This is an optimization exercise on Yosys and OpenROAD, whose aim is small area, not a production implementation. The RTL was checked by simulation tests, not by an equivalence proof against the original design. No activity file was given, so power comes from the tool's default toggle rates.

File: flow/design.v
module fract_resampler #(
    parameter int WIDTH   = 16,
    parameter int PHASE_W = 12,
    parameter int SR_BASE = 192
) (
    input  logic                 i_clk,
    input  logic                 i_rst_n,
    input  logic                 i_clear,
    input  logic [WIDTH-1:0]     i_din_i,
    input  logic [WIDTH-1:0]     i_din_q,
    input  logic                 i_din_vld,
    output logic                 o_rdy,
    output logic [2*WIDTH-1:0]   o_tdata,
    output logic                 o_tvalid,
    input  logic                 i_rdy,
    input  logic                 i_set_stb,
    input  logic [7:0]           i_set_addr,
    input  logic [31:0]          i_set_data,
    output logic [31:0]          o_out_cnt
);
    localparam logic [PHASE_W:0] STEP_ONE = {1'b1, {PHASE_W{1'b0}}};
    localparam int SUM_W = WIDTH + PHASE_W;    
    localparam logic [1:0] P_FILL0 = 2'b00;
    localparam logic [1:0] P_FILL1 = 2'b01;
    localparam logic [1:0] P_LOAD  = 2'b10;
    logic [1:0] rst_sync;
    logic       rst_int_n;
    logic [1:0]                 ph;
    logic                       calc;
    logic                       bypass;
    logic                       out_vld;
    logic [PHASE_W:0]           step;
    logic [PHASE_W:0]           step_new;
    logic [PHASE_W-1:0]         mu;
    logic [PHASE_W:0]           mu_sum;
    logic [WIDTH-1:0]           nx1_i, nx1_q;    
    logic [WIDTH:0]             d_i, d_q;
    logic [WIDTH:0]             dn_i, dn_q;
    logic [WIDTH-1:0]           y_i;
    logic                       sel_i;
    logic [WIDTH-1:0]           base;
    logic [WIDTH:0]             dsel;
    logic [PHASE_W+1:0]         mu_x;
    logic                       neg_top;
    logic [SUM_W-1:0]           sum;
    logic [WIDTH-1:0]           y_out;
    logic [31:0]                out_cnt;
    logic                       in_xfer;
    logic                       out_xfer;
    logic                       step_wr;
    logic                       mode_wr;
    logic                       byp_next;
    logic                       cnt_clr;
    logic                       do_clr;
    always_ff @(posedge i_clk or negedge i_rst_n) begin
        if (!i_rst_n) begin
            rst_sync <= 2'b00;
        end else begin
            rst_sync <= {rst_sync[0], 1'b1};
        end
    end
    assign rst_int_n = rst_sync[1];
    assign o_rdy    = bypass ? (!out_vld || i_rdy) : !(out_vld || calc);
    assign in_xfer  = i_din_vld && o_rdy;
    assign out_xfer = out_vld && i_rdy;
    assign step_wr  = i_set_stb && (i_set_addr == 8'(SR_BASE));
    assign mode_wr  = i_set_stb && (i_set_addr == 8'(SR_BASE + 1));
    assign byp_next = mode_wr ? i_set_data[0] : bypass;
    assign cnt_clr  = i_clear || (mode_wr && i_set_data[1]);
    assign do_clr   = cnt_clr || (mode_wr && (i_set_data[0] != bypass));
    always_comb begin
        step_new = i_set_data[PHASE_W:0];
        if (i_set_data == 32'd0) begin
            step_new = (PHASE_W+1)'(1);
        end else if (i_set_data > 32'(STEP_ONE)) begin
            step_new = STEP_ONE;
        end
    end
    function automatic logic [WIDTH:0] sub_ripple(input logic [WIDTH:0] a, input logic [WIDTH:0] nb);
        logic c;
        c = 1'b1;
        for (int i = 0; i <= WIDTH; i++) begin
            sub_ripple[i] = a[i] ^ nb[i] ^ c;
            c = (a[i] & nb[i]) | (a[i] & c) | (nb[i] & c);
        end
    endfunction
    function automatic logic [PHASE_W:0] add_ripple(input logic [PHASE_W-1:0] a, input logic [PHASE_W:0] b);
        logic c;
        c = 1'b0;
        for (int i = 0; i < PHASE_W; i++) begin
            add_ripple[i] = a[i] ^ b[i] ^ c;
            c = (a[i] & b[i]) | (a[i] & c) | (b[i] & c);
        end
        add_ripple[PHASE_W] = b[PHASE_W] | c;
    endfunction
    function automatic logic [31:0] inc_ripple(input logic [31:0] a, input logic en);
        logic c;
        c = en;
        for (int i = 0; i < 32; i++) begin
            inc_ripple[i] = a[i] ^ c;
            c = a[i] & c;
        end
    endfunction
    assign mu_sum = add_ripple(mu, step);
    assign dn_i = sub_ripple({i_din_i[WIDTH-1], i_din_i}, {nx1_i[WIDTH-1], nx1_i});
    assign dn_q = sub_ripple({i_din_q[WIDTH-1], i_din_q}, {nx1_q[WIDTH-1], nx1_q});
    assign sel_i = calc;
    assign base  = ~(sel_i ? nx1_i : nx1_q);
    assign dsel  = sel_i ? d_i : d_q;
    assign mu_x  = {1'b0, mu, 1'b0};
    assign neg_top = !mu[PHASE_W-1] && !bypass;
    logic b_one1, b_two2, b_neg3, pp4, pp5, pp6, pp7, pp8, pp9, pp10, pp11, pp12, pp13, pp14, pp15, pp16, pp17, pp18, pp19, pp20, pp21, b_one22, b_two23, b_neg24, pp25, pp26, pp27, pp28, pp29, pp30, pp31, pp32, pp33, pp34, pp35, pp36, pp37, pp38, pp39, pp40, pp41, pp42, b_one43, b_two44, b_neg45, pp46, pp47, pp48, pp49, pp50, pp51, pp52, pp53, pp54, pp55, pp56, pp57, pp58, pp59, pp60, pp61, pp62, pp63, b_one64, b_two65, b_neg66, pp67, pp68, pp69, pp70, pp71, pp72, pp73, pp74, pp75, pp76, pp77, pp78, pp79, pp80, pp81, pp82, pp83, pp84, b_one85, b_two86, b_neg87, pp88, pp89, pp90, pp91, pp92, pp93, pp94, pp95, pp96, pp97, pp98, pp99, pp100, pp101, pp102, pp103, pp104, pp105, b_one106, b_two107, b_neg108, pp109, pp110, pp111, pp112, pp113, pp114, pp115, pp116, pp117, pp118, pp119, pp120, pp121, pp122, pp123, pp124, pp125, pp126, pl127, pl128, pl129, pl130, pl131, pl132, pl133, pl134, pl135, pl136, pl137, pl138, pl139, pl140, pl141, pl142, s143, c144, s145, c146, s147, c148, s149, c150, s151, c152, s153, c154, s155, c156, s157, c158, s159, c160, s161, c162, s163, c164, s165, c166, s167, c168, s169, c170, s171, c172, s173, c174, s175, c176, s177, c178, s179, c180, s181, c182, s183, c184, s185, c186, s187, c188, s189, c190, s191, c192, s193, c194, s195, c196, s197, c198, s199, c200, s201, c202, s203, c204, s205, c206, s207, c208, s209, c210, s211, c212, s213, c214, s215, c216, s217, c218, s219, c220, s221, c222, s223, c224, s225, c226, s227, c228, s229, c230, s231, c232, s233, c234, s235, c236, s237, c238, s239, c240, s241, c242, s243, c244, s245, c246, s247, c248, s249, c250, s251, c252, s253, c254, s255, c256, s257, c258, s259, c260, s261, c262, s263, c264, s265, c266, s267, c268, s269, c270, s271, c272, s273, c274, s275, c276, s277, c278, s279, c280, s281, c282, s283, c284, s285, c286, s287, c288, s289, c290, s291, c292, s293, c294, s295, c296, s297, c298, s299, c300, s301, c302, s303, c304, s305, c306, s307, c308, s309, c310, s311, c312, s313, c314, s315, c316, s317, c318, s319, c320, s321, c322, s323, c324, s325, c326, s327, c328, s329, c330, s331, c332, s333, c334, s335, c336, s337, c338, s339, c340, s341, c342, s343, c344, s345, c346, s347, c348, s349, c350, s351, c352, s353, c354, s355, c356, s357, c358, s359, c360, s361, c362, s363, c364, s365, c366, rc367, rc368, rc369, rc370, rc371, rc372, rc373, rc374, rc375, rc376, rc377, rc378, g379, p380, g381, p382, g383, p384, g385, p386, g387, p388, g389, p390, g391, p392, g393, p394, g395, p396, g397, p398, g399, p400, g401, p402, g403, p404, g405, p406, g407, p408, g409, p410, G411, P412, G413, P414, G415, P416, G417, P418, G419, P420, G421, P422, G423, P424, G425, P426, G427, P428, G429, P430, G431, P432, G433, P434, G435, P436, G437, P438, G439, P440, G441, P442, G443, P444, G445, P446, G447, P448, G449, P450, G451, P452, G453, P454, G455, P456, G457, P458, G459, P460, G461, P462, G463, P464, G465, P466, G467, P468, G469, P470, G471, P472, G473, P474, G475, P476;
    assign b_one1 = mu_x[1] ^ mu_x[0];
    assign b_two2 = (mu_x[2] & ~mu_x[1] & ~mu_x[0]) | (~mu_x[2] & mu_x[1] & mu_x[0]);
    assign b_neg3 = mu_x[2];
    assign pp4 = ((b_one1 & dsel[0])) ^ b_neg3;
    assign pp5 = ((b_one1 & dsel[1]) | (b_two2 & dsel[0])) ^ b_neg3;
    assign pp6 = ((b_one1 & dsel[2]) | (b_two2 & dsel[1])) ^ b_neg3;
    assign pp7 = ((b_one1 & dsel[3]) | (b_two2 & dsel[2])) ^ b_neg3;
    assign pp8 = ((b_one1 & dsel[4]) | (b_two2 & dsel[3])) ^ b_neg3;
    assign pp9 = ((b_one1 & dsel[5]) | (b_two2 & dsel[4])) ^ b_neg3;
    assign pp10 = ((b_one1 & dsel[6]) | (b_two2 & dsel[5])) ^ b_neg3;
    assign pp11 = ((b_one1 & dsel[7]) | (b_two2 & dsel[6])) ^ b_neg3;
    assign pp12 = ((b_one1 & dsel[8]) | (b_two2 & dsel[7])) ^ b_neg3;
    assign pp13 = ((b_one1 & dsel[9]) | (b_two2 & dsel[8])) ^ b_neg3;
    assign pp14 = ((b_one1 & dsel[10]) | (b_two2 & dsel[9])) ^ b_neg3;
    assign pp15 = ((b_one1 & dsel[11]) | (b_two2 & dsel[10])) ^ b_neg3;
    assign pp16 = ((b_one1 & dsel[12]) | (b_two2 & dsel[11])) ^ b_neg3;
    assign pp17 = ((b_one1 & dsel[13]) | (b_two2 & dsel[12])) ^ b_neg3;
    assign pp18 = ((b_one1 & dsel[14]) | (b_two2 & dsel[13])) ^ b_neg3;
    assign pp19 = ((b_one1 & dsel[15]) | (b_two2 & dsel[14])) ^ b_neg3;
    assign pp20 = ((b_one1 & dsel[16]) | (b_two2 & dsel[15])) ^ b_neg3;
    assign pp21 = ~(((b_one1 & dsel[16]) | (b_two2 & dsel[16])) ^ b_neg3);
    assign b_one22 = mu_x[3] ^ mu_x[2];
    assign b_two23 = (mu_x[4] & ~mu_x[3] & ~mu_x[2]) | (~mu_x[4] & mu_x[3] & mu_x[2]);
    assign b_neg24 = mu_x[4];
    assign pp25 = ((b_one22 & dsel[0])) ^ b_neg24;
    assign pp26 = ((b_one22 & dsel[1]) | (b_two23 & dsel[0])) ^ b_neg24;
    assign pp27 = ((b_one22 & dsel[2]) | (b_two23 & dsel[1])) ^ b_neg24;
    assign pp28 = ((b_one22 & dsel[3]) | (b_two23 & dsel[2])) ^ b_neg24;
    assign pp29 = ((b_one22 & dsel[4]) | (b_two23 & dsel[3])) ^ b_neg24;
    assign pp30 = ((b_one22 & dsel[5]) | (b_two23 & dsel[4])) ^ b_neg24;
    assign pp31 = ((b_one22 & dsel[6]) | (b_two23 & dsel[5])) ^ b_neg24;
    assign pp32 = ((b_one22 & dsel[7]) | (b_two23 & dsel[6])) ^ b_neg24;
    assign pp33 = ((b_one22 & dsel[8]) | (b_two23 & dsel[7])) ^ b_neg24;
    assign pp34 = ((b_one22 & dsel[9]) | (b_two23 & dsel[8])) ^ b_neg24;
    assign pp35 = ((b_one22 & dsel[10]) | (b_two23 & dsel[9])) ^ b_neg24;
    assign pp36 = ((b_one22 & dsel[11]) | (b_two23 & dsel[10])) ^ b_neg24;
    assign pp37 = ((b_one22 & dsel[12]) | (b_two23 & dsel[11])) ^ b_neg24;
    assign pp38 = ((b_one22 & dsel[13]) | (b_two23 & dsel[12])) ^ b_neg24;
    assign pp39 = ((b_one22 & dsel[14]) | (b_two23 & dsel[13])) ^ b_neg24;
    assign pp40 = ((b_one22 & dsel[15]) | (b_two23 & dsel[14])) ^ b_neg24;
    assign pp41 = ((b_one22 & dsel[16]) | (b_two23 & dsel[15])) ^ b_neg24;
    assign pp42 = ~(((b_one22 & dsel[16]) | (b_two23 & dsel[16])) ^ b_neg24);
    assign b_one43 = mu_x[5] ^ mu_x[4];
    assign b_two44 = (mu_x[6] & ~mu_x[5] & ~mu_x[4]) | (~mu_x[6] & mu_x[5] & mu_x[4]);
    assign b_neg45 = mu_x[6];
    assign pp46 = ((b_one43 & dsel[0])) ^ b_neg45;
    assign pp47 = ((b_one43 & dsel[1]) | (b_two44 & dsel[0])) ^ b_neg45;
    assign pp48 = ((b_one43 & dsel[2]) | (b_two44 & dsel[1])) ^ b_neg45;
    assign pp49 = ((b_one43 & dsel[3]) | (b_two44 & dsel[2])) ^ b_neg45;
    assign pp50 = ((b_one43 & dsel[4]) | (b_two44 & dsel[3])) ^ b_neg45;
    assign pp51 = ((b_one43 & dsel[5]) | (b_two44 & dsel[4])) ^ b_neg45;
    assign pp52 = ((b_one43 & dsel[6]) | (b_two44 & dsel[5])) ^ b_neg45;
    assign pp53 = ((b_one43 & dsel[7]) | (b_two44 & dsel[6])) ^ b_neg45;
    assign pp54 = ((b_one43 & dsel[8]) | (b_two44 & dsel[7])) ^ b_neg45;
    assign pp55 = ((b_one43 & dsel[9]) | (b_two44 & dsel[8])) ^ b_neg45;
    assign pp56 = ((b_one43 & dsel[10]) | (b_two44 & dsel[9])) ^ b_neg45;
    assign pp57 = ((b_one43 & dsel[11]) | (b_two44 & dsel[10])) ^ b_neg45;
    assign pp58 = ((b_one43 & dsel[12]) | (b_two44 & dsel[11])) ^ b_neg45;
    assign pp59 = ((b_one43 & dsel[13]) | (b_two44 & dsel[12])) ^ b_neg45;
    assign pp60 = ((b_one43 & dsel[14]) | (b_two44 & dsel[13])) ^ b_neg45;
    assign pp61 = ((b_one43 & dsel[15]) | (b_two44 & dsel[14])) ^ b_neg45;
    assign pp62 = ((b_one43 & dsel[16]) | (b_two44 & dsel[15])) ^ b_neg45;
    assign pp63 = ~(((b_one43 & dsel[16]) | (b_two44 & dsel[16])) ^ b_neg45);
    assign b_one64 = mu_x[7] ^ mu_x[6];
    assign b_two65 = (mu_x[8] & ~mu_x[7] & ~mu_x[6]) | (~mu_x[8] & mu_x[7] & mu_x[6]);
    assign b_neg66 = mu_x[8];
    assign pp67 = ((b_one64 & dsel[0])) ^ b_neg66;
    assign pp68 = ((b_one64 & dsel[1]) | (b_two65 & dsel[0])) ^ b_neg66;
    assign pp69 = ((b_one64 & dsel[2]) | (b_two65 & dsel[1])) ^ b_neg66;
    assign pp70 = ((b_one64 & dsel[3]) | (b_two65 & dsel[2])) ^ b_neg66;
    assign pp71 = ((b_one64 & dsel[4]) | (b_two65 & dsel[3])) ^ b_neg66;
    assign pp72 = ((b_one64 & dsel[5]) | (b_two65 & dsel[4])) ^ b_neg66;
    assign pp73 = ((b_one64 & dsel[6]) | (b_two65 & dsel[5])) ^ b_neg66;
    assign pp74 = ((b_one64 & dsel[7]) | (b_two65 & dsel[6])) ^ b_neg66;
    assign pp75 = ((b_one64 & dsel[8]) | (b_two65 & dsel[7])) ^ b_neg66;
    assign pp76 = ((b_one64 & dsel[9]) | (b_two65 & dsel[8])) ^ b_neg66;
    assign pp77 = ((b_one64 & dsel[10]) | (b_two65 & dsel[9])) ^ b_neg66;
    assign pp78 = ((b_one64 & dsel[11]) | (b_two65 & dsel[10])) ^ b_neg66;
    assign pp79 = ((b_one64 & dsel[12]) | (b_two65 & dsel[11])) ^ b_neg66;
    assign pp80 = ((b_one64 & dsel[13]) | (b_two65 & dsel[12])) ^ b_neg66;
    assign pp81 = ((b_one64 & dsel[14]) | (b_two65 & dsel[13])) ^ b_neg66;
    assign pp82 = ((b_one64 & dsel[15]) | (b_two65 & dsel[14])) ^ b_neg66;
    assign pp83 = ((b_one64 & dsel[16]) | (b_two65 & dsel[15])) ^ b_neg66;
    assign pp84 = ~(((b_one64 & dsel[16]) | (b_two65 & dsel[16])) ^ b_neg66);
    assign b_one85 = mu_x[9] ^ mu_x[8];
    assign b_two86 = (mu_x[10] & ~mu_x[9] & ~mu_x[8]) | (~mu_x[10] & mu_x[9] & mu_x[8]);
    assign b_neg87 = mu_x[10];
    assign pp88 = ((b_one85 & dsel[0])) ^ b_neg87;
    assign pp89 = ((b_one85 & dsel[1]) | (b_two86 & dsel[0])) ^ b_neg87;
    assign pp90 = ((b_one85 & dsel[2]) | (b_two86 & dsel[1])) ^ b_neg87;
    assign pp91 = ((b_one85 & dsel[3]) | (b_two86 & dsel[2])) ^ b_neg87;
    assign pp92 = ((b_one85 & dsel[4]) | (b_two86 & dsel[3])) ^ b_neg87;
    assign pp93 = ((b_one85 & dsel[5]) | (b_two86 & dsel[4])) ^ b_neg87;
    assign pp94 = ((b_one85 & dsel[6]) | (b_two86 & dsel[5])) ^ b_neg87;
    assign pp95 = ((b_one85 & dsel[7]) | (b_two86 & dsel[6])) ^ b_neg87;
    assign pp96 = ((b_one85 & dsel[8]) | (b_two86 & dsel[7])) ^ b_neg87;
    assign pp97 = ((b_one85 & dsel[9]) | (b_two86 & dsel[8])) ^ b_neg87;
    assign pp98 = ((b_one85 & dsel[10]) | (b_two86 & dsel[9])) ^ b_neg87;
    assign pp99 = ((b_one85 & dsel[11]) | (b_two86 & dsel[10])) ^ b_neg87;
    assign pp100 = ((b_one85 & dsel[12]) | (b_two86 & dsel[11])) ^ b_neg87;
    assign pp101 = ((b_one85 & dsel[13]) | (b_two86 & dsel[12])) ^ b_neg87;
    assign pp102 = ((b_one85 & dsel[14]) | (b_two86 & dsel[13])) ^ b_neg87;
    assign pp103 = ((b_one85 & dsel[15]) | (b_two86 & dsel[14])) ^ b_neg87;
    assign pp104 = ((b_one85 & dsel[16]) | (b_two86 & dsel[15])) ^ b_neg87;
    assign pp105 = ~(((b_one85 & dsel[16]) | (b_two86 & dsel[16])) ^ b_neg87);
    assign b_one106 = mu_x[11] ^ mu_x[10];
    assign b_two107 = (mu_x[12] & ~mu_x[11] & ~mu_x[10]) | (~mu_x[12] & mu_x[11] & mu_x[10]);
    assign b_neg108 = mu_x[12];
    assign pp109 = ((b_one106 & dsel[0])) ^ b_neg108;
    assign pp110 = ((b_one106 & dsel[1]) | (b_two107 & dsel[0])) ^ b_neg108;
    assign pp111 = ((b_one106 & dsel[2]) | (b_two107 & dsel[1])) ^ b_neg108;
    assign pp112 = ((b_one106 & dsel[3]) | (b_two107 & dsel[2])) ^ b_neg108;
    assign pp113 = ((b_one106 & dsel[4]) | (b_two107 & dsel[3])) ^ b_neg108;
    assign pp114 = ((b_one106 & dsel[5]) | (b_two107 & dsel[4])) ^ b_neg108;
    assign pp115 = ((b_one106 & dsel[6]) | (b_two107 & dsel[5])) ^ b_neg108;
    assign pp116 = ((b_one106 & dsel[7]) | (b_two107 & dsel[6])) ^ b_neg108;
    assign pp117 = ((b_one106 & dsel[8]) | (b_two107 & dsel[7])) ^ b_neg108;
    assign pp118 = ((b_one106 & dsel[9]) | (b_two107 & dsel[8])) ^ b_neg108;
    assign pp119 = ((b_one106 & dsel[10]) | (b_two107 & dsel[9])) ^ b_neg108;
    assign pp120 = ((b_one106 & dsel[11]) | (b_two107 & dsel[10])) ^ b_neg108;
    assign pp121 = ((b_one106 & dsel[12]) | (b_two107 & dsel[11])) ^ b_neg108;
    assign pp122 = ((b_one106 & dsel[13]) | (b_two107 & dsel[12])) ^ b_neg108;
    assign pp123 = ((b_one106 & dsel[14]) | (b_two107 & dsel[13])) ^ b_neg108;
    assign pp124 = ((b_one106 & dsel[15]) | (b_two107 & dsel[14])) ^ b_neg108;
    assign pp125 = ((b_one106 & dsel[16]) | (b_two107 & dsel[15])) ^ b_neg108;
    assign pp126 = ~(((b_one106 & dsel[16]) | (b_two107 & dsel[16])) ^ b_neg108);
    assign pl127 = ~(dsel[0] & neg_top);
    assign pl128 = ~(dsel[1] & neg_top);
    assign pl129 = ~(dsel[2] & neg_top);
    assign pl130 = ~(dsel[3] & neg_top);
    assign pl131 = ~(dsel[4] & neg_top);
    assign pl132 = ~(dsel[5] & neg_top);
    assign pl133 = ~(dsel[6] & neg_top);
    assign pl134 = ~(dsel[7] & neg_top);
    assign pl135 = ~(dsel[8] & neg_top);
    assign pl136 = ~(dsel[9] & neg_top);
    assign pl137 = ~(dsel[10] & neg_top);
    assign pl138 = ~(dsel[11] & neg_top);
    assign pl139 = ~(dsel[12] & neg_top);
    assign pl140 = ~(dsel[13] & neg_top);
    assign pl141 = ~(dsel[14] & neg_top);
    assign pl142 = ~(dsel[15] & neg_top);
    assign s143 = pp14 ^ pp33;
    assign c144 = pp14 & pp33;
    assign s145 = pp15 ^ pp34 ^ pp53;
    assign c146 = (pp15 & pp34) | (pp15 & pp53) | (pp34 & pp53);
    assign s147 = pp16 ^ pp35 ^ pp54;
    assign c148 = (pp16 & pp35) | (pp16 & pp54) | (pp35 & pp54);
    assign s149 = pp73 ^ pp92 ^ pp111;
    assign c150 = (pp73 & pp92) | (pp73 & pp111) | (pp92 & pp111);
    assign s151 = pp17 ^ pp36 ^ pp55;
    assign c152 = (pp17 & pp36) | (pp17 & pp55) | (pp36 & pp55);
    assign s153 = pp74 ^ pp93 ^ pp112;
    assign c154 = (pp74 & pp93) | (pp74 & pp112) | (pp93 & pp112);
    assign s155 = pp18 ^ pp37 ^ pp56;
    assign c156 = (pp18 & pp37) | (pp18 & pp56) | (pp37 & pp56);
    assign s157 = pp75 ^ pp94 ^ pp113;
    assign c158 = (pp75 & pp94) | (pp75 & pp113) | (pp94 & pp113);
    assign s159 = pp19 ^ pp38 ^ pp57;
    assign c160 = (pp19 & pp38) | (pp19 & pp57) | (pp38 & pp57);
    assign s161 = pp76 ^ pp95 ^ pp114;
    assign c162 = (pp76 & pp95) | (pp76 & pp114) | (pp95 & pp114);
    assign s163 = pp20 ^ pp39 ^ pp58;
    assign c164 = (pp20 & pp39) | (pp20 & pp58) | (pp39 & pp58);
    assign s165 = pp77 ^ pp96 ^ pp115;
    assign c166 = (pp77 & pp96) | (pp77 & pp115) | (pp96 & pp115);
    assign s167 = pp21 ^ pp40 ^ pp59;
    assign c168 = (pp21 & pp40) | (pp21 & pp59) | (pp40 & pp59);
    assign s169 = pp78 ^ pp97 ^ pp116;
    assign c170 = (pp78 & pp97) | (pp78 & pp116) | (pp97 & pp116);
    assign s171 = pl132 ^ base[5];
    assign c172 = pl132 & base[5];
    assign s173 = pp41 ^ pp60 ^ pp79;
    assign c174 = (pp41 & pp60) | (pp41 & pp79) | (pp60 & pp79);
    assign s175 = pp98 ^ pp117 ^ pl133;
    assign c176 = (pp98 & pp117) | (pp98 & pl133) | (pp117 & pl133);
    assign s177 = base[6] ^ 1'b1;
    assign c178 = base[6] & 1'b1;
    assign s179 = pp42 ^ pp61 ^ pp80;
    assign c180 = (pp42 & pp61) | (pp42 & pp80) | (pp61 & pp80);
    assign s181 = pp99 ^ pp118 ^ pl134;
    assign c182 = (pp99 & pp118) | (pp99 & pl134) | (pp118 & pl134);
    assign s183 = pp62 ^ pp81 ^ pp100;
    assign c184 = (pp62 & pp81) | (pp62 & pp100) | (pp81 & pp100);
    assign s185 = pp119 ^ pl135;
    assign c186 = pp119 & pl135;
    assign s187 = pp63 ^ pp82 ^ pp101;
    assign c188 = (pp63 & pp82) | (pp63 & pp101) | (pp82 & pp101);
    assign s189 = pp83 ^ pp102;
    assign c190 = pp83 & pp102;
    assign s191 = pp10 ^ pp29;
    assign c192 = pp10 & pp29;
    assign s193 = pp11 ^ pp30;
    assign c194 = pp11 & pp30;
    assign s195 = pp12 ^ pp31 ^ pp50;
    assign c196 = (pp12 & pp31) | (pp12 & pp50) | (pp31 & pp50);
    assign s197 = pp69 ^ pp88;
    assign c198 = pp69 & pp88;
    assign s199 = pp13 ^ pp32 ^ pp51;
    assign c200 = (pp13 & pp32) | (pp13 & pp51) | (pp32 & pp51);
    assign s201 = pp70 ^ pp89;
    assign c202 = pp70 & pp89;
    assign s203 = s143 ^ pp52 ^ pp71;
    assign c204 = (s143 & pp52) | (s143 & pp71) | (pp52 & pp71);
    assign s205 = pp90 ^ pp109 ^ b_neg108;
    assign c206 = (pp90 & pp109) | (pp90 & b_neg108) | (pp109 & b_neg108);
    assign s207 = c144 ^ s145 ^ pp72;
    assign c208 = (c144 & s145) | (c144 & pp72) | (s145 & pp72);
    assign s209 = pp91 ^ pp110 ^ 1'b1;
    assign c210 = (pp91 & pp110) | (pp91 & 1'b1) | (pp110 & 1'b1);
    assign s211 = c146 ^ s147 ^ s149;
    assign c212 = (c146 & s147) | (c146 & s149) | (s147 & s149);
    assign s213 = pl127 ^ base[0] ^ 1'b1;
    assign c214 = (pl127 & base[0]) | (pl127 & 1'b1) | (base[0] & 1'b1);
    assign s215 = c148 ^ c150 ^ s151;
    assign c216 = (c148 & c150) | (c148 & s151) | (c150 & s151);
    assign s217 = s153 ^ pl128 ^ base[1];
    assign c218 = (s153 & pl128) | (s153 & base[1]) | (pl128 & base[1]);
    assign s219 = c152 ^ c154 ^ s155;
    assign c220 = (c152 & c154) | (c152 & s155) | (c154 & s155);
    assign s221 = s157 ^ pl129 ^ base[2];
    assign c222 = (s157 & pl129) | (s157 & base[2]) | (pl129 & base[2]);
    assign s223 = c156 ^ c158 ^ s159;
    assign c224 = (c156 & c158) | (c156 & s159) | (c158 & s159);
    assign s225 = s161 ^ pl130 ^ base[3];
    assign c226 = (s161 & pl130) | (s161 & base[3]) | (pl130 & base[3]);
    assign s227 = c160 ^ c162 ^ s163;
    assign c228 = (c160 & c162) | (c160 & s163) | (c162 & s163);
    assign s229 = s165 ^ pl131 ^ base[4];
    assign c230 = (s165 & pl131) | (s165 & base[4]) | (pl131 & base[4]);
    assign s231 = c164 ^ c166 ^ s167;
    assign c232 = (c164 & c166) | (c164 & s167) | (c166 & s167);
    assign s233 = s169 ^ s171 ^ 1'b1;
    assign c234 = (s169 & s171) | (s169 & 1'b1) | (s171 & 1'b1);
    assign s235 = c168 ^ c170 ^ c172;
    assign c236 = (c168 & c170) | (c168 & c172) | (c170 & c172);
    assign s237 = s173 ^ s175 ^ s177;
    assign c238 = (s173 & s175) | (s173 & s177) | (s175 & s177);
    assign s239 = c174 ^ c176 ^ c178;
    assign c240 = (c174 & c176) | (c174 & c178) | (c176 & c178);
    assign s241 = s179 ^ s181 ^ base[7];
    assign c242 = (s179 & s181) | (s179 & base[7]) | (s181 & base[7]);
    assign s243 = c180 ^ c182 ^ s183;
    assign c244 = (c180 & c182) | (c180 & s183) | (c182 & s183);
    assign s245 = s185 ^ base[8] ^ 1'b1;
    assign c246 = (s185 & base[8]) | (s185 & 1'b1) | (base[8] & 1'b1);
    assign s247 = c184 ^ c186 ^ s187;
    assign c248 = (c184 & c186) | (c184 & s187) | (c186 & s187);
    assign s249 = pp120 ^ pl136 ^ base[9];
    assign c250 = (pp120 & pl136) | (pp120 & base[9]) | (pl136 & base[9]);
    assign s251 = c188 ^ s189 ^ pp121;
    assign c252 = (c188 & s189) | (c188 & pp121) | (s189 & pp121);
    assign s253 = pl137 ^ base[10] ^ 1'b1;
    assign c254 = (pl137 & base[10]) | (pl137 & 1'b1) | (base[10] & 1'b1);
    assign s255 = c190 ^ pp84 ^ pp103;
    assign c256 = (c190 & pp84) | (c190 & pp103) | (pp84 & pp103);
    assign s257 = pp122 ^ pl138 ^ base[11];
    assign c258 = (pp122 & pl138) | (pp122 & base[11]) | (pl138 & base[11]);
    assign s259 = pp104 ^ pp123 ^ pl139;
    assign c260 = (pp104 & pp123) | (pp104 & pl139) | (pp123 & pl139);
    assign s261 = base[12] ^ 1'b1;
    assign c262 = base[12] & 1'b1;
    assign s263 = pp105 ^ pp124 ^ pl140;
    assign c264 = (pp105 & pp124) | (pp105 & pl140) | (pp124 & pl140);
    assign s265 = pp125 ^ pl141;
    assign c266 = pp125 & pl141;
    assign s267 = pp8 ^ pp27;
    assign c268 = pp8 & pp27;
    assign s269 = pp9 ^ pp28;
    assign c270 = pp9 & pp28;
    assign s271 = s191 ^ pp48 ^ pp67;
    assign c272 = (s191 & pp48) | (s191 & pp67) | (pp48 & pp67);
    assign s273 = c192 ^ s193 ^ pp49;
    assign c274 = (c192 & s193) | (c192 & pp49) | (s193 & pp49);
    assign s275 = c194 ^ s195 ^ s197;
    assign c276 = (c194 & s195) | (c194 & s197) | (s195 & s197);
    assign s277 = c196 ^ c198 ^ s199;
    assign c278 = (c196 & c198) | (c196 & s199) | (c198 & s199);
    assign s279 = c200 ^ c202 ^ s203;
    assign c280 = (c200 & c202) | (c200 & s203) | (c202 & s203);
    assign s281 = c204 ^ c206 ^ s207;
    assign c282 = (c204 & c206) | (c204 & s207) | (c206 & s207);
    assign s283 = c208 ^ c210 ^ s211;
    assign c284 = (c208 & c210) | (c208 & s211) | (c210 & s211);
    assign s285 = c212 ^ c214 ^ s215;
    assign c286 = (c212 & c214) | (c212 & s215) | (c214 & s215);
    assign s287 = c216 ^ c218 ^ s219;
    assign c288 = (c216 & c218) | (c216 & s219) | (c218 & s219);
    assign s289 = c220 ^ c222 ^ s223;
    assign c290 = (c220 & c222) | (c220 & s223) | (c222 & s223);
    assign s291 = c224 ^ c226 ^ s227;
    assign c292 = (c224 & c226) | (c224 & s227) | (c226 & s227);
    assign s293 = c228 ^ c230 ^ s231;
    assign c294 = (c228 & c230) | (c228 & s231) | (c230 & s231);
    assign s295 = c232 ^ c234 ^ s235;
    assign c296 = (c232 & c234) | (c232 & s235) | (c234 & s235);
    assign s297 = c236 ^ c238 ^ s239;
    assign c298 = (c236 & c238) | (c236 & s239) | (c238 & s239);
    assign s299 = c240 ^ c242 ^ s243;
    assign c300 = (c240 & c242) | (c240 & s243) | (c242 & s243);
    assign s301 = c244 ^ c246 ^ s247;
    assign c302 = (c244 & c246) | (c244 & s247) | (c246 & s247);
    assign s303 = c248 ^ c250 ^ s251;
    assign c304 = (c248 & c250) | (c248 & s251) | (c250 & s251);
    assign s305 = c252 ^ c254 ^ s255;
    assign c306 = (c252 & c254) | (c252 & s255) | (c254 & s255);
    assign s307 = c256 ^ c258 ^ s259;
    assign c308 = (c256 & c258) | (c256 & s259) | (c258 & s259);
    assign s309 = c260 ^ c262 ^ s263;
    assign c310 = (c260 & c262) | (c260 & s263) | (c262 & s263);
    assign s311 = c264 ^ s265 ^ base[14];
    assign c312 = (c264 & s265) | (c264 & base[14]) | (s265 & base[14]);
    assign s313 = c266 ^ pp126 ^ pl142;
    assign c314 = (c266 & pp126) | (c266 & pl142) | (pp126 & pl142);
    assign s315 = pp6 ^ pp25;
    assign c316 = pp6 & pp25;
    assign s317 = pp7 ^ pp26;
    assign c318 = pp7 & pp26;
    assign s319 = s267 ^ pp46 ^ b_neg45;
    assign c320 = (s267 & pp46) | (s267 & b_neg45) | (pp46 & b_neg45);
    assign s321 = c268 ^ s269 ^ pp47;
    assign c322 = (c268 & s269) | (c268 & pp47) | (s269 & pp47);
    assign s323 = c270 ^ s271 ^ b_neg66;
    assign c324 = (c270 & s271) | (c270 & b_neg66) | (s271 & b_neg66);
    assign s325 = c272 ^ s273 ^ pp68;
    assign c326 = (c272 & s273) | (c272 & pp68) | (s273 & pp68);
    assign s327 = c274 ^ s275 ^ b_neg87;
    assign c328 = (c274 & s275) | (c274 & b_neg87) | (s275 & b_neg87);
    assign s329 = c276 ^ s277 ^ s201;
    assign c330 = (c276 & s277) | (c276 & s201) | (s277 & s201);
    assign s331 = c278 ^ s279 ^ s205;
    assign c332 = (c278 & s279) | (c278 & s205) | (s279 & s205);
    assign s333 = c280 ^ s281 ^ s209;
    assign c334 = (c280 & s281) | (c280 & s209) | (s281 & s209);
    assign s335 = c282 ^ s283 ^ s213;
    assign c336 = (c282 & s283) | (c282 & s213) | (s283 & s213);
    assign s337 = c284 ^ s285 ^ s217;
    assign c338 = (c284 & s285) | (c284 & s217) | (s285 & s217);
    assign s339 = c286 ^ s287 ^ s221;
    assign c340 = (c286 & s287) | (c286 & s221) | (s287 & s221);
    assign s341 = c288 ^ s289 ^ s225;
    assign c342 = (c288 & s289) | (c288 & s225) | (s289 & s225);
    assign s343 = c290 ^ s291 ^ s229;
    assign c344 = (c290 & s291) | (c290 & s229) | (s291 & s229);
    assign s345 = c292 ^ s293 ^ s233;
    assign c346 = (c292 & s293) | (c292 & s233) | (s293 & s233);
    assign s347 = c294 ^ s295 ^ s237;
    assign c348 = (c294 & s295) | (c294 & s237) | (s295 & s237);
    assign s349 = c296 ^ s297 ^ s241;
    assign c350 = (c296 & s297) | (c296 & s241) | (s297 & s241);
    assign s351 = c298 ^ s299 ^ s245;
    assign c352 = (c298 & s299) | (c298 & s245) | (s299 & s245);
    assign s353 = c300 ^ s301 ^ s249;
    assign c354 = (c300 & s301) | (c300 & s249) | (s301 & s249);
    assign s355 = c302 ^ s303 ^ s253;
    assign c356 = (c302 & s303) | (c302 & s253) | (s303 & s253);
    assign s357 = c304 ^ s305 ^ s257;
    assign c358 = (c304 & s305) | (c304 & s257) | (s305 & s257);
    assign s359 = c306 ^ s307 ^ s261;
    assign c360 = (c306 & s307) | (c306 & s261) | (s307 & s261);
    assign s361 = c308 ^ s309 ^ base[13];
    assign c362 = (c308 & s309) | (c308 & base[13]) | (s309 & base[13]);
    assign s363 = c310 ^ s311 ^ 1'b1;
    assign c364 = (c310 & s311) | (c310 & 1'b1) | (s311 & 1'b1);
    assign s365 = c312 ^ s313 ^ base[15];
    assign c366 = (c312 & s313) | (c312 & base[15]) | (s313 & base[15]);
    assign rc367 = (pp4 & b_neg3) | (pp4 & 1'b0) | (b_neg3 & 1'b0);
    assign rc368 = (pp5 & 1'b0) | (pp5 & rc367) | (1'b0 & rc367);
    assign rc369 = (s315 & b_neg24) | (s315 & rc368) | (b_neg24 & rc368);
    assign rc370 = (c316 & s317) | (c316 & rc369) | (s317 & rc369);
    assign rc371 = (c318 & s319) | (c318 & rc370) | (s319 & rc370);
    assign rc372 = (c320 & s321) | (c320 & rc371) | (s321 & rc371);
    assign rc373 = (c322 & s323) | (c322 & rc372) | (s323 & rc372);
    assign rc374 = (c324 & s325) | (c324 & rc373) | (s325 & rc373);
    assign rc375 = (c326 & s327) | (c326 & rc374) | (s327 & rc374);
    assign rc376 = (c328 & s329) | (c328 & rc375) | (s329 & rc375);
    assign rc377 = (c330 & s331) | (c330 & rc376) | (s331 & rc376);
    assign rc378 = (c332 & s333) | (c332 & rc377) | (s333 & rc377);
    assign g379 = c334 & s335;
    assign p380 = c334 ^ s335;
    assign g381 = c336 & s337;
    assign p382 = c336 ^ s337;
    assign g383 = c338 & s339;
    assign p384 = c338 ^ s339;
    assign g385 = c340 & s341;
    assign p386 = c340 ^ s341;
    assign g387 = c342 & s343;
    assign p388 = c342 ^ s343;
    assign g389 = c344 & s345;
    assign p390 = c344 ^ s345;
    assign g391 = c346 & s347;
    assign p392 = c346 ^ s347;
    assign g393 = c348 & s349;
    assign p394 = c348 ^ s349;
    assign g395 = c350 & s351;
    assign p396 = c350 ^ s351;
    assign g397 = c352 & s353;
    assign p398 = c352 ^ s353;
    assign g399 = c354 & s355;
    assign p400 = c354 ^ s355;
    assign g401 = c356 & s357;
    assign p402 = c356 ^ s357;
    assign g403 = c358 & s359;
    assign p404 = c358 ^ s359;
    assign g405 = c360 & s361;
    assign p406 = c360 ^ s361;
    assign g407 = c362 & s363;
    assign p408 = c362 ^ s363;
    assign g409 = c364 & s365;
    assign p410 = c364 ^ s365;
    assign G411 = g379 | (p380 & rc378);
    assign P412 = p380 & 1'b0;
    assign G413 = g383 | (p384 & g381);
    assign P414 = p384 & p382;
    assign G415 = g387 | (p388 & g385);
    assign P416 = p388 & p386;
    assign G417 = g391 | (p392 & g389);
    assign P418 = p392 & p390;
    assign G419 = g395 | (p396 & g393);
    assign P420 = p396 & p394;
    assign G421 = g399 | (p400 & g397);
    assign P422 = p400 & p398;
    assign G423 = g403 | (p404 & g401);
    assign P424 = p404 & p402;
    assign G425 = g407 | (p408 & g405);
    assign P426 = p408 & p406;
    assign G427 = g381 | (p382 & G411);
    assign P428 = p382 & P412;
    assign G429 = G413 | (P414 & G411);
    assign P430 = P414 & P412;
    assign G431 = g389 | (p390 & G415);
    assign P432 = p390 & P416;
    assign G433 = G417 | (P418 & G415);
    assign P434 = P418 & P416;
    assign G435 = g397 | (p398 & G419);
    assign P436 = p398 & P420;
    assign G437 = G421 | (P422 & G419);
    assign P438 = P422 & P420;
    assign G439 = g405 | (p406 & G423);
    assign P440 = p406 & P424;
    assign G441 = G425 | (P426 & G423);
    assign P442 = P426 & P424;
    assign G443 = g385 | (p386 & G429);
    assign P444 = p386 & P430;
    assign G445 = G415 | (P416 & G429);
    assign P446 = P416 & P430;
    assign G447 = G431 | (P432 & G429);
    assign P448 = P432 & P430;
    assign G449 = G433 | (P434 & G429);
    assign P450 = P434 & P430;
    assign G451 = g401 | (p402 & G437);
    assign P452 = p402 & P438;
    assign G453 = G423 | (P424 & G437);
    assign P454 = P424 & P438;
    assign G455 = G439 | (P440 & G437);
    assign P456 = P440 & P438;
    assign G457 = G441 | (P442 & G437);
    assign P458 = P442 & P438;
    assign G459 = g393 | (p394 & G449);
    assign P460 = p394 & P450;
    assign G461 = G419 | (P420 & G449);
    assign P462 = P420 & P450;
    assign G463 = G435 | (P436 & G449);
    assign P464 = P436 & P450;
    assign G465 = G437 | (P438 & G449);
    assign P466 = P438 & P450;
    assign G467 = G451 | (P452 & G449);
    assign P468 = P452 & P450;
    assign G469 = G453 | (P454 & G449);
    assign P470 = P454 & P450;
    assign G471 = G455 | (P456 & G449);
    assign P472 = P456 & P450;
    assign G473 = G457 | (P458 & G449);
    assign P474 = P458 & P450;
    assign G475 = g409 | (p410 & G473);
    assign P476 = p410 & P474;
    assign sum[12] = p380 ^ rc378;
    assign sum[13] = p382 ^ G411;
    assign sum[14] = p384 ^ G427;
    assign sum[15] = p386 ^ G429;
    assign sum[16] = p388 ^ G443;
    assign sum[17] = p390 ^ G445;
    assign sum[18] = p392 ^ G447;
    assign sum[19] = p394 ^ G449;
    assign sum[20] = p396 ^ G459;
    assign sum[21] = p398 ^ G461;
    assign sum[22] = p400 ^ G463;
    assign sum[23] = p402 ^ G465;
    assign sum[24] = p404 ^ G467;
    assign sum[25] = p406 ^ G469;
    assign sum[26] = p408 ^ G471;
    assign sum[27] = p410 ^ G473;
    assign y_out = sum[PHASE_W +: WIDTH];
    assign o_tdata   = {bypass ? ~nx1_i : y_i, y_out};
    assign o_tvalid  = out_vld;
    assign o_out_cnt = out_cnt;
    always_ff @(posedge i_clk) begin
        if (in_xfer) begin
            nx1_i <= ~i_din_i;
            nx1_q <= ~i_din_q;
            d_i  <= dn_i;
            d_q  <= dn_q;
        end
        if (sel_i) begin
            y_i <= y_out;
        end
    end
    always_ff @(posedge i_clk) begin
        if (do_clr || (!bypass && (ph == P_FILL1) && in_xfer)) begin
            mu <= '0;
        end else if (!bypass && out_xfer) begin
            mu <= mu_sum[PHASE_W-1:0];
        end
    end
    always_ff @(posedge i_clk or negedge rst_int_n) begin
        if (!rst_int_n) begin
            ph       <= P_FILL0;
            calc     <= 1'b0;
            bypass   <= 1'b0;
            step     <= STEP_ONE;
            out_vld  <= 1'b0;
            out_cnt  <= '0;
        end else begin
            if (step_wr) begin
                step <= step_new;
            end
            if (mode_wr) begin
                bypass <= i_set_data[0];
            end
            out_cnt <= cnt_clr ? '0 : inc_ripple(out_cnt, out_xfer);
            if (do_clr) begin
                ph      <= P_FILL0;
                calc    <= 1'b0;
                out_vld <= 1'b0;
            end else if (bypass) begin
                if (in_xfer) begin
                    out_vld <= 1'b1;
                end else if (out_xfer) begin
                    out_vld <= 1'b0;
                end
            end else if (out_vld) begin
                if (i_rdy) begin
                    out_vld <= 1'b0;
                    if (mu_sum[PHASE_W]) begin
                        ph <= P_LOAD;
                    end else begin
                        calc <= 1'b1;
                    end
                end
            end else if (calc) begin
                calc    <= 1'b0;
                out_vld <= 1'b1;
            end else if (in_xfer) begin
                if (ph == P_FILL0) begin
                    ph <= P_FILL1;
                end else begin
                    calc <= 1'b1;
                end
            end
        end
    end
endmodule
File: flow/flow/run.sh
#!/bin/bash
# Layout flow: the standard flow (standard.sh) with three changes:
#  - synthesis maps with flow/abc_area.script, an area-oriented ABC script (a copy of ORFS's
#    scripts folder with only that file replaced; registers are untouched by ABC);
#  - port buffers use the smallest buffer cell, sky130_fd_sc_hd__buf_1;
#  - clock tree synthesis uses clkbuf_8 buffers and inserts no dummy loads.
# Each make run's full output goes to its own log here; ORFS keeps per-step logs in orfs/logs/.
set -euo pipefail
rm -rf scripts_abc
cp -r "$FLOW_HOME/scripts" scripts_abc
cp flow/abc_area.script scripts_abc/abc_area.script
bash standard.sh "SCRIPTS_DIR=$PWD/scripts_abc" "SYNTH_ARGS=-noabc" synth > synth_make.log 2>&1
bash standard.sh "BUFFER_PORTS_ARGS=-buffer_cell sky130_fd_sc_hd__buf_1" \
  "CTS_ARGS=-sink_clustering_enable -repair_clock_nets -dont_use_dummy_load -buf_list sky130_fd_sc_hd__clkbuf_8" \
  finish > flow_make.log 2>&1
File: flow/flow/abc_area.script
&get -n
&st
&dch
&nf -R 1000
&put
topo
stime -c
File: flow/standard.sh
#!/bin/bash
# synth_recipe.tcl (not shown) runs the flow's synth.tcl, then flattens the netlist and writes it again
# the make line also repeats each setting of config.mk as NAME=value (left out here)
make -C /OpenROAD-flow-scripts/flow DESIGN_CONFIG=/design/flow/config.mk WORK_HOME=/design/flow/orfs CLKGATE_MAP_FILE= SYNTH_SCRIPT=/design/flow/synth_recipe.tcl "${@:-finish}"
File: flow/config.mk
export PLATFORM = sky130hd
export DESIGN_NAME = fract_resampler
export DESIGN_NICKNAME = fract_resampler
export VERILOG_FILES = /design/flow/design.v
export SDC_FILE = /design/flow/constraint.sdc
export NUM_CORES = 4
export LEC_CHECK = 0
export ABC_AREA = 1
export ABC_CLOCK_PERIOD_IN_PS = 9500
export CAP_MARGIN = 20
export CORE_MARGIN = 2
export CORE_UTILIZATION = 65
export SLEW_MARGIN = 20
File: flow/constraint.sdc
create_clock -name core_clock -period 9.5 [get_ports {i_clk}]
set_input_delay 1.9000 -clock core_clock [delete_from_list [all_inputs] [get_ports {i_clk}]]
set_output_delay 1.9000 -clock core_clock [all_outputs]
set_load 0.01 [all_outputs]
==> impl_metrics.yaml, run 1 <==
status:
  outcome: "no timing/DRC/antenna violations"
setup_path:
  reg2reg_slack_ns: 2.59
  r2r-end: "d_i[15]$_DFFE_PP_"
  path_buf_inv: 4
  rr_worst_depth: 20
  cpPeakStageDelay_ns: 1.00
  r2r_start: "nx1_i[0]$_DFFE_PP_"
  cpMaxStageDelayCell: "dfrtp_2"
  cp_top_family: "compound AO/OA/AOI/OAI gates"
  cp_num_cells: 27
  crit_arrival_ns: 7.08
  critPathMaxFanout: 35
  path_class: "reg -> out"
  worst_path_most_repeated_cell: "a21oi_1"
  critical_path_required_ns: 7.60
  endpoint_kind: "primary output"
  start_kind: "flip-flop"
clock_tree:
  cts-htree-levels: 4
  post_cts_resized: 0
  postCtsSetupRepairBufs: 0
  cts_made_buffers: 17
  clock_path_buffers: 2
  clk_latency_ns: 0.47
  hold_buffers: 0
  clk_pin_slew_ns: 0.10
  cts.sinks: 146
  cts_root_buffer: "clkbuf_8"
  cts_tree: "done"
synthesis:
  synthesis.area_um2: 11330
  async_flop_share_pct: 35.62
  synth.distinct_cells: 41
  synth_top_area_share_pct: 23.68
  yosysSeqAreaShare_pct: 35.35
  syn_nets: 1242
  synth-edff-count: 82
  synthTopCellsByCount: "134 x fa_1, 103 x xor2_1, 97 x o22ai_1, 95 x clkinv_1, 82 x edfxtp_1"
  yosys.cell_count.top_type: "fa_1"
  ys_warn_count: 1
  synth_area_leaders: "fa_1 24%, edfxtp_1 22%, dfrtp_1 11%"
  syn_area_per_cell_um2: 11.80
  syn_inst: 960
  synth_largest_area_cell: "fa_1"
  ys_seq_elements: 146
  synth_ff_type: "edfxtp_1"
floorplanning:
  die_h_um: 136.0
  start_util_pct: 65.96
  fp.dieArea_um2: 18500
  core_um2: 17180
  fp.dieW_um: 136.0
  rows: 48
  ios: 144
worst_hold_path:
  hold_path_class: "reg -> async"
placed_design:
  port_buffers: 143
  gp_congestion: 0.8328
  dp_hpwl_um: 18370
global_route:
  grt_pass1_wl_um: 41120
  antenna_found_initial: 0
  grtUsageTotal_pct: 28.91
  first_global_vias: 8063
  grt-ovfl-total: 0
  grt_max_degree: 67
detailed_routing:
  drc: 0
  wl_per_cell_um: 18.05
  wl_um: 24990
  ant_nets: 0
  drt_pre_antenna_iters: 5
  vias: 8030
  drt_iter0_drc: 546
  viasPerCell: 5.802
timing:
  min_period_ns: 8.979
  drv_slew: 0
  setup_viol: 0
  whs_ns: 0.3188
  slew_headroom_pct: 34.78
  fmax_ghz: 0.1114
  rsz0062_at_grt: "false"
  fin_worst_skew_ns: 0.04753
  period_share_pct: 94.51
  hold_viol: 0
  tightest_slew_ns: 0.9783
  setup_tns_ns: 0
power:
  ir_worst_vdd_uv: 378.5
  power.static_leakage_nw: 5.845
  totalPowerFinal_mw: 3.170
  pwr_density_cell_nw_per_um2: 249.6
layout:
  drive_above_1_share_pct: 5.436
  final_util_pct: 73.96
  n_fill_cell: 1285
  final_nets: 1443
  insertedDiodeCount: 0
  synthToLayoutAreaGrowth_pct: 12.13
run:
  maxCapViolations: 0
==> worst max-delay path by stage <==
stage	startpoint	to
2_1_floorplan	calc$_DFFE_PN0P_	o_tdata[13]
3_3_place_gp	i_din_i[0]	d_i[15]$_DFFE_PP_
3_5_place_dp	i_din_q[0]	d_q[15]$_DFFE_PP_
4_1_cts	calc$_DFFE_PN0P_	o_tdata[13]
5_1_grt	calc$_DFFE_PN0P_	o_tdata[13]
6_report	calc$_DFFE_PN0P_	o_tdata[13]
==> per-layer routing <==
metal	vias up	global-route usage (%)	routed length, um
li1	3761	-	-
met1	3956	40.49	10940
met2	286	47.57	12290
met3	27	4.623	1512
met4	0	7.697	242
met5	-	0	0
==> through the flow <==
step	setup slack [ns]	area (um^2)	cells
6_report	0.5213	12700	1384
5_1_grt	0.06555	12700	1384
4_1_cts	0.4964	12700	1384
3_5_place_dp	0.9291	12460	1367
3_3_place_gp	0.9666	12450	1367
2_1_floorplan	0.8237	11330	960
==> flip-flops by register name, indices dropped and copies added, names as in the netlist <==
| name | cells |
|---|---|
| nx1_i | 16 |
| nx1_q | 16 |
| d_i | 17 |
| mu | 12 |
| ph | 2 |
| calc | 1 |
| step | 13 |
| out_cnt | 32 |
| y_i | 16 |
| bypass | 1 |
| out_vld | 1 |
| rst_sync | 2 |
| d_q | 17 |
==> kinds of logic (layout without fill, tap and decap cells) <==
| logic type | Yosys count | in the layout | share of synthesized area, % |
|---|---|---|---|
| adder cells (fa/ha/maj) | 204 | 204 | 31.41 |
| AO/OA/AOI/OAI | 188 | 188 | 10.19 |
| AND/OR/NAND/NOR | 164 | 164 | 6.869 |
| flip-flops | 146 | 146 | 35.35 |
| XOR/XNOR | 129 | 129 | 9.972 |
| buffers and inverters | 95 | 294 | 3.147 |
| multiplexers | 33 | 33 | 3.026 |
| other | 1 | 1 | 0.03310 |
==> power breakdown <==
part	switching, mW	internal [mW]	leakage [nW]
clock	0.205	0.158	0.122
combinational	1.13	0.685	4.13
sequential	0.0791	0.913	1.59
total	1.41	1.76	5.84
==> layout by cell type, fill, tap and decap left out, types with 32 or more instances in the layout <==
master and n:
a21oi_1 46, and2_0 32, buf_1 143, buf_4 39, clkinv_1 94, dfrtp_1 49
edfxtp_1 82, fa_1 134, ha_1 70, nand2_1 50, nor2_1 46, o22ai_1 97
xor2_1 103
==> layout make-up <==
type	count	area (um^2)	share of cell area [%]
multi-input cells	719	6992	55.04
well taps	225	281.5	2.216
clock buffers	17	234.0	1.842
repair buffers	182	829.5	6.530
inverters	95	356.6	2.807
flip-flops and latches	146	4010	31.57
==> run 2, diff against run 1 <==
--- a/flow/flow/run.sh
+++ b/flow/flow/run.sh
@@ -1,7 +1,9 @@
 #!/bin/bash
-# Layout flow: the standard flow (standard.sh) with three changes:
-#  - synthesis maps with flow/abc_area.script, an area-oriented ABC script (a copy of ORFS's
-#    scripts folder with only that file replaced; registers are untouched by ABC);
+# Layout flow: the standard flow (standard.sh) with these changes:
+#  - synthesis: Yosys's synth runs with -noabc (no generic ABC pre-mapping before full-adder
+#    extraction), and the final ABC mapping uses flow/abc_area.script, an area-oriented script
+#    (ORFS's scripts folder is copied and only that file replaced). ABC maps only the
+#    combinational logic, so the registers are those of the standard synthesis;
 #  - port buffers use the smallest buffer cell, sky130_fd_sc_hd__buf_1;
 #  - clock tree synthesis uses clkbuf_8 buffers and inserts no dummy loads.
 # Each make run's full output goes to its own log here; ORFS keeps per-step logs in orfs/logs/.
==> run 2 against run 1 <==
Against the previous run: hold slack unchanged; wire length unchanged; combinational power about the same; final cell count unchanged; fmax unchanged; critical path depth unchanged; non-clock buffer count unchanged; largest cell class unchanged.
==> impl_metrics.yaml, run 2 <==
status:
  outcome: "no timing/DRC/antenna violations"
synthesis:
  synthesis.area_um2: 11330
  syn_area_per_cell_um2: 11.80
  synth-edff-count: 82
  synth_ff_type: "edfxtp_1"
  synth_area_leaders: "fa_1 24%, edfxtp_1 22%, dfrtp_1 11%"
  syn_inst: 960
  ys_seq_elements: 146
  synth.distinct_cells: 41
  synth_top_area_share_pct: 23.68
  async_flop_share_pct: 35.62
  ys_warn_count: 1
  yosysSeqAreaShare_pct: 35.35
  syn_nets: 1242
  yosys.cell_count.top_type: "fa_1"
  synth_largest_area_cell: "fa_1"
  synthTopCellsByCount: "134 x fa_1, 103 x xor2_1, 97 x o22ai_1, 95 x clkinv_1, 82 x edfxtp_1"
placed_design:
  place_ws_ns: 0.9291
  dp_hpwl_um: 18370
  gp_congestion: 0.8328
  port_buffers: 143
  placed_cell_area_um2: 12460
global_route:
  antenna_found_initial: 0
  grt-ovfl-total: 0
  first_global_vias: 8063
  grt_pass1_wl_um: 41120
  grtUsageTotal_pct: 28.91
  grt_max_degree: 67
detailed_routing:
  wl_per_cell_um: 18.05
  wl_met3_um: 1512
  vias: 8030
  route.met2.wl_um: 12290
  ant_nets: 0
  viasPerCell: 5.802
  top_layer_used: "met4"
  wl_um: 24990
  drt_pre_antenna_iters: 5
  drc: 0
  met1_length_um: 10940
  drt_iter0_drc: 546
layout:
  final_common_cell: "buf_1"
  insertedDiodeCount: 0
  reg_top3: "out_cnt (32), d_i (17), d_q (17)"
  largest-register: "out_cnt"
  largest_reg_flops: 32
  design_area_um2: 12700
  final_nets: 1443
  final_cell_mix: "143 x buf_1, 134 x fa_1, 103 x xor2_1, 97 x o22ai_1, 94 x clkinv_1"
  drive_above_1_share_pct: 5.436
  synthToLayoutAreaGrowth_pct: 12.13
timing:
  tightest_slew_ns: 0.9783
  setup_viol: 0
  rsz0062_at_grt: "false"
  fin_worst_skew_ns: 0.04753
  slew_headroom_pct: 34.78
  hold_viol: 0
  fmax_ghz: 0.1114
  setup_tns_ns: 0
  period_share_pct: 94.51
  drv_slew: 0
  fin_ws_ns: 0.5213
  min_period_ns: 8.979
clock_tree:
  post_cts_resized: 0
  hold_buffers: 0
  cts_root_buffer: "clkbuf_8"
  clk_latency_ns: 0.47
  cts_tree: "done"
  postCtsSetupRepairBufs: 0
  clk_pin_slew_ns: 0.10
  cts.sinks: 146
  clock_path_buffers: 2
  cts-htree-levels: 4
  cts_made_buffers: 17
power:
  swShare_pct: 44.63
  p_seq_share_pct: 31.3
  pwr_density_cell_nw_per_um2: 249.6
  power_frac_clock_pct: 11.4
  intPower_mw: 1.755
  power.static_leakage_nw: 5.845
  p_sw_mw: 1.415
  ir_worst_vdd_uv: 378.5
  combPwrFrac_pct: 57.3
setup_path:
  rr_worst_depth: 20
  critical_path_required_ns: 7.60
  path_class: "reg -> out"
  crit_arrival_ns: 7.08
  r2r-end: "d_i[15]$_DFFE_PP_"
  endpoint_kind: "primary output"
  critPathMaxFanout: 35
  r2r_start: "nx1_i[0]$_DFFE_PP_"
  start_kind: "flip-flop"
  reg2reg_slack_ns: 2.59
  startpoint: "calc$_DFFE_PN0P_"
floorplanning:
  start_util_pct: 65.96
  die_h_um: 136.0
  fp.dieW_um: 136.0
  rows: 48
  fp.dieArea_um2: 18500
  ios: 144
  core_um2: 17180
worst_hold_path:
  hold_path_class: "reg -> async"
run:
  maxCapViolations: 0
[run 2: power by group through the flow]
| stage | sequential, mW | clock, mW | combinational, mW |
|---|---|---|---|
| detailed placement | 1.01 | 0 | 1.81 |
| CTS | 0.994 | 0.373 | 1.84 |
| finish | 0.992 | 0.363 | 1.82 |
| floorplan | 0.991 | 0 | 1.21 |
| global route | 1.01 | 0.393 | 2.01 |
| global placement | 1.00 | 0 | 1.78 |
[run 2: layout make-up]
| type | count | area, um^2 |
|---|---|---|
| fill | 1285 | 4473 |
| clock buffer | 17 | 234.0 |
| sequential | 146 | 4010 |
| timing repair buffer | 182 | 829.5 |
| tap | 225 | 281.5 |
| multi-input combinational | 719 | 6992 |
| inverter | 95 | 356.6 |
[run 2: routing by layer]
metal | vias to the layer above | GRT usage, %
met5 | - | 0
met4 | 0 | 7.697
met3 | 27 | 4.623
met2 | 286 | 47.57
met1 | 3956 | 40.49
li1 | 3761 | -
[run 2: how the worst max path moves through the flow]
| stage | cells after the start | end | slack [ns] |
|---|---|---|---|
| after floorplan | 21 | o_tdata[13] | 0.82 |
| after global placement | 21 | d_i[15]$_DFFE_PP_ | 0.97 |
| after detailed placement | 21 | d_q[15]$_DFFE_PP_ | 0.93 |
| after CTS | 27 | o_tdata[13] | 0.50 |
| after global routing | 27 | o_tdata[13] | 0.07 |
| final | 27 | o_tdata[13] | 0.52 |
[run 2: worst max-delay path: stages, from the launching register on]
cell and delay, ns:
dfrtp_2 1.00, buf_4 0.31, mux2i_1 0.26, buf_4 0.18, o22ai_1 0.08, xor2_1 0.17, ha_1 0.30, fa_1 0.51
fa_1 0.43, o22ai_1 0.12, a21oi_1 0.06, a221oi_1 0.29, o21ai_0 0.15, o221ai_1 0.10, a21oi_1 0.13, fa_1 0.43
nand3_1 0.10, nand2_1 0.10, nand3_1 0.10, nand2_1 0.09, a21o_1 0.21, a21oi_1 0.36, o31ai_1 0.23, a21oi_1 0.27
clkinv_1 0.09, a21oi_1 0.18, xnor2_1 0.17, buf_1 0.18
[run 2: cell families (layout without fill, tap and decap cells)]
| group | after synthesis | in the layout | share of synthesized area [%] |
|---|---|---|---|
| adder cells (fa/ha/maj) | 204 | 204 | 31.41 |
| AO/OA/AOI/OAI | 188 | 188 | 10.19 |
| AND/OR/NAND/NOR | 164 | 164 | 6.869 |
| flip-flops | 146 | 146 | 35.35 |
| XOR/XNOR | 129 | 129 | 9.972 |
| buffers and inverters | 95 | 294 | 3.147 |
| multiplexers | 33 | 33 | 3.026 |
| other | 1 | 1 | 0.03310 |
[run 2: metrics by stage]
| stage | total power, mW | std cells | util [%] | hold slack [ns] |
|---|---|---|---|---|
| 2_1_floorplan | 2.200 | 960 | - | 0.3312 |
| 3_3_place_gp | 2.779 | 1367 | 72.51 | 0.3342 |
| 3_5_place_dp | 2.819 | 1367 | 72.55 | 0.3463 |
| 4_1_cts | 3.202 | 1384 | 73.91 | 0.4075 |
| 5_1_grt | 3.410 | 1384 | 73.96 | 0.3927 |
| 6_report | 3.170 | 1384 | 73.96 | 0.3188 |

port drivers added, routing unchanged:
In the flow no input, the clock included, has a driving cell. The finished layouts below were timed again as built, in two steps. Step 1, drivers: a clkbuf_16 drives i_clk and a buf_2 each remaining input, both assumed. Step 2, shift: input delay + t, output delay - t, t = (earliest + latest rising clock arrival at the registers) / 2. This alone moves slack from input paths to output paths. Three values: ideal, step 1, step 2; two values: the first two.
| run | shift t [ns] | setup WS [ns] | clock arrival spread, ns | pins driven straight from the clock port |
|---|---|---|---|---|
| run 1 | 0.485 | 0.521 / 0.481 / 0.966 | 0.050 / 0.050 | 1 |
| run 2 | 0.485 | 0.521 / 0.481 / 0.966 | 0.050 / 0.050 | 1 |
After both steps setup and hold are still met in every run listed.
